Background: an optimization exercise with open tools, aiming at small area, a short achievable clock period and few clock cycles per item. Do not read the settings as production practice.
Only simulation tests tie the RTL to the original design; equivalence was not proved.

==> harbor <==
## ec_scalar_mul
module ec_scalar_mul (
	input wire clk,
	input wire reset,
	input wire start,
	input wire [7:0] k,
	input wire [15:0] p_x,
	input wire [15:0] p_y,
	input wire p_inf,
	output reg busy,
	output reg done,
	output wire [15:0] r_x,
	output wire [15:0] r_y,
	output wire r_inf
);
clock: 7.0 ns
lec_check: 0
cap_margin: 20
core_margin: 2
core_utilization: 40
setup_slack_margin: 0.9
slew_margin: 20
run.sh (not shown) runs the stock make flow with config.mk's settings and CLKGATE_MAP_FILE= SYNTH_SCRIPT=/design/flow/synth_recipe.tcl, a recipe that flattens the netlist after the stock synthesis.
==> xenon: changes against harbor <==
--- a/flow/design.v
+++ b/flow/design.v
@@ -11,21 +11,21 @@
 	output reg busy,
 	output reg done,
 	output wire [15:0] r_x,
 	output wire [15:0] r_y,
 	output wire r_inf
 );
 	localparam [15:0] PM = 16'd65521;
 	localparam [1:0] ST_IDLE = 2'd0, ST_RUN = 2'd1, ST_LOADP = 2'd2;
-	localparam [1:0] LP_NEXT = 2'd0, LP_DBL = 2'd1, LP_INF = 2'd2, LP_START = 2'd3;
+	localparam [1:0] LP_NEXT = 2'd0, LP_DBL = 2'd1, LP_INF = 2'd2;
 	reg [6:0] upc, nupc;
 	reg [1:0] st, nst, ldk;
-	reg [7:0] kreg;  
-	reg [3:0] cnt;  
+	reg [6:0] kreg;  
+	reg [2:0] cnt;  
 	reg cur_bit;  
 	reg dbl_add;  
 	reg hz, rz;  
 	reg rinf;
 	reg [15:0] X, Y, Z, PX, PY, T1, T2, T3, T4;
 	assign r_x = X;
 	assign r_y = Y;
 	assign r_inf = rinf;
@@ -1009,44 +1009,51 @@
 		else if (awr == 4'd7) T4 <= ares;
 	end
 	always @(posedge clk) begin
 		if (st == ST_IDLE && start) begin
 			PX <= p_x;
 			PY <= p_y;
 		end
 	end
+	reg [6:0] k_rest;
+	reg [2:0] k_cnt;
+	always @(*) begin
+		casez (k)
+			8'b1???????: begin k_rest = k[6:0]; k_cnt = 3'd7; end
+			8'b01??????: begin k_rest = {k[5:0], 1'b0}; k_cnt = 3'd6; end
+			8'b001?????: begin k_rest = {k[4:0], 2'b0}; k_cnt = 3'd5; end
+			8'b0001????: begin k_rest = {k[3:0], 3'b0}; k_cnt = 3'd4; end
+			8'b00001???: begin k_rest = {k[2:0], 4'b0}; k_cnt = 3'd3; end
+			8'b000001??: begin k_rest = {k[1:0], 5'b0}; k_cnt = 3'd2; end
+			8'b0000001?: begin k_rest = {k[0], 6'b0}; k_cnt = 3'd1; end
+			default: begin k_rest = 7'd0; k_cnt = 3'd0; end
+		endcase
+	end
 	wire zz = (Z == 16'd0);
-	wire more = (cnt != 4'd0);
+	wire more = (cnt != 3'd0);
 	wire [1:0] succ_d = (cur_bit && !dbl_add) ? 2'd1 : (more ? 2'd0 : 2'd2);
 	wire [1:0] succ_a = more ? 2'd0 : 2'd2;
-	reg consume, skip, lead, fin_done, exc;
+	reg consume, fin_done, exc;
 	reg [1:0] exc_k;
 	always @(*) begin
 		nupc = upc + 1'b1;
 		nst = st;
 		consume = 1'b0;
-		skip = 1'b0;
-		lead = 1'b0;
 		fin_done = 1'b0;
 		exc = 1'b0;
 		exc_k = LP_NEXT;
 		case (st)
 			ST_IDLE: begin
 				nupc = upc;
 				if (start && !p_inf && k != 8'd0) nst = ST_LOADP;
 			end
 			ST_LOADP: begin
 				nst = ST_RUN;
-				if (ldk == LP_START) begin  
-					if (!kreg[7]) begin nst = ST_LOADP; skip = 1'b1; end
-					else if (cnt != 4'd1) begin nupc = 7'd0; lead = 1'b1; end
-					else nupc = 7'd28;
-				end
-				else if (ldk == LP_DBL) nupc = 7'd0;
+				if (ldk == LP_DBL) nupc = 7'd0;
 				else if (more) begin nupc = 7'd0; consume = 1'b1; end
 				else nupc = 7'd28;
 			end
 			default: begin
 				if (upc == 7'd7 && succ_d == 2'd0) begin nupc = 7'd65; consume = 1'b1; end
 				else if (upc == 7'd7 && succ_d == 2'd1) begin nupc = 7'd69; end
 				else if (upc == 7'd7 && succ_d == 2'd2) begin nupc = 7'd73; end
 				else if (upc == 7'd25 && succ_a == 2'd0) begin nupc = 7'd77; consume = 1'b1; end
@@ -1088,37 +1095,27 @@
 			end
 		end
 	end
 	always @(posedge clk) begin
 		upc <= nupc;
 		if (c_f_h) hz <= azero;
 		if (c_f_r) rz <= azero;
 		if (st == ST_IDLE && start) begin
-			kreg <= k;
-			cnt <= 4'd8;
-			ldk <= LP_START;
+			kreg <= k_rest;
+			cnt <= k_cnt;
+			ldk <= LP_NEXT;
 			rinf <= 1'b1;
 		end
 		if (exc)
 			ldk <= exc_k;
-		if (skip) begin
-			kreg <= {kreg[6:0], 1'b0};
-			cnt <= cnt - 4'd1;
-		end
-		if (lead) begin
-			cur_bit <= kreg[6];
-			kreg <= {kreg[5:0], 2'b0};
-			cnt <= cnt - 4'd2;
-			dbl_add <= 1'b0;
-		end
 		if (consume) begin
-			cur_bit <= kreg[7];
-			kreg <= {kreg[6:0], 1'b0};
-			cnt <= cnt - 4'd1;
+			cur_bit <= kreg[6];
+			kreg <= {kreg[5:0], 1'b0};
+			cnt <= cnt - 3'd1;
 			dbl_add <= 1'b0;
 		end else if (st == ST_LOADP && ldk == LP_DBL)
 			dbl_add <= 1'b1;
 		if (fin_done)
 			rinf <= zz;
 	end
 endmodule
 `default_nettype wire
==> flow/config.mk (replaced) <==
export PLATFORM = sky130hd
export DESIGN_NAME = ec_scalar_mul
export DESIGN_NICKNAME = ec_scalar_mul
export VERILOG_FILES = /design/flow/design.v
export SDC_FILE = /design/flow/constraint.sdc
export NUM_CORES = 4
export LEC_CHECK = 0
export CAP_MARGIN = 20
export CORE_MARGIN = 2
export CORE_UTILIZATION = 40
export SETUP_SLACK_MARGIN = 0.3
export SLEW_MARGIN = 20
==> raven: changes against harbor <==
==> flow/config.mk (replaced) <==
export PLATFORM = sky130hd
export DESIGN_NAME = ec_scalar_mul
export DESIGN_NICKNAME = ec_scalar_mul
export VERILOG_FILES = /design/flow/design.v
export SDC_FILE = /design/flow/constraint.sdc
export NUM_CORES = 4
export LEC_CHECK = 0
export CAP_MARGIN = 20
export CORE_MARGIN = 2
export CORE_UTILIZATION = 40
export SETUP_SLACK_MARGIN = 0.3
export SLEW_MARGIN = 20
==> impl_summary.log <==
[metrics] area share of the leading cell type in the synthesized netlist: 0.192
[metrics] slowest cell on the critical path: sky130_fd_sc_hd__fa_1
[metrics] number of stages on the worst setup path: 25
[metrics] RSZ-0062 raised after global routing: yes
[metrics] Met3 Wirelength: 13500 um
[metrics] status: timing/DRC/antenna clean
[metrics] multi-input gate count: roughly 2300
(the above is from harbor)
==> impl_summary.log <==
[metrics] number of stages on the worst setup path: 16
[metrics] status: timing/DRC/antenna clean
[metrics] RSZ-0062 raised after global routing: no
[metrics] slowest cell on the critical path: sky130_fd_sc_hd__a222oi_1
[metrics] multi-input gate count: 2293
(the above is from raven)
==> impl_summary.log <==
[metrics] status: timing/DRC/antenna clean
[metrics] RSZ-0062 raised after global routing: yes
[metrics] slowest cell on the critical path: sky130_fd_sc_hd__and3_1
[metrics] area share of the leading cell type in the synthesized netlist: 0.189
[metrics] Met3 Wirelength: about 13000 um
[metrics] multi-input gate count: 2395
(the above is from xenon)
Testbench counts of harbor, summed over its fixed seeds: cycles 25,580, items 192.
Testbench counts of xenon, summed over its fixed seeds: cycles 25,395, items 192.
Testbench counts of raven, summed over its fixed seeds: cycles 25,580, items 192.

## static timing again, ports no longer ideal
The flow's constraints put no driver on any port. The routed layouts listed below were extracted and timed again, unchanged, in two steps.
Step 1: set_driving_cell puts a clkbuf_16 on clk and a buf_2 on each other input, an assumption about the parent block.
Step 2 adds t to the input delays and takes it off the output delays; t is the mean of the earliest and latest rising clock arrival at the registers after step 1. Input paths then give back, and output paths get back, about the clock's delay inside the block.
Slacks: ideal / step 1 / step 2; pairs: ideal / step 1.
run	t (ns)	setup slack, ns	slew at the worst register clock pin (ns)
harbor	0.624	0.754 / 0.754 / 0.754	0.07 / 0.07
xenon	0.647	0.435 / 0.435 / 0.435	0.08 / 0.08
raven	0.608	0.430 / 0.430 / 0.430	0.06 / 0.06
After both steps every run listed still meets setup and hold.
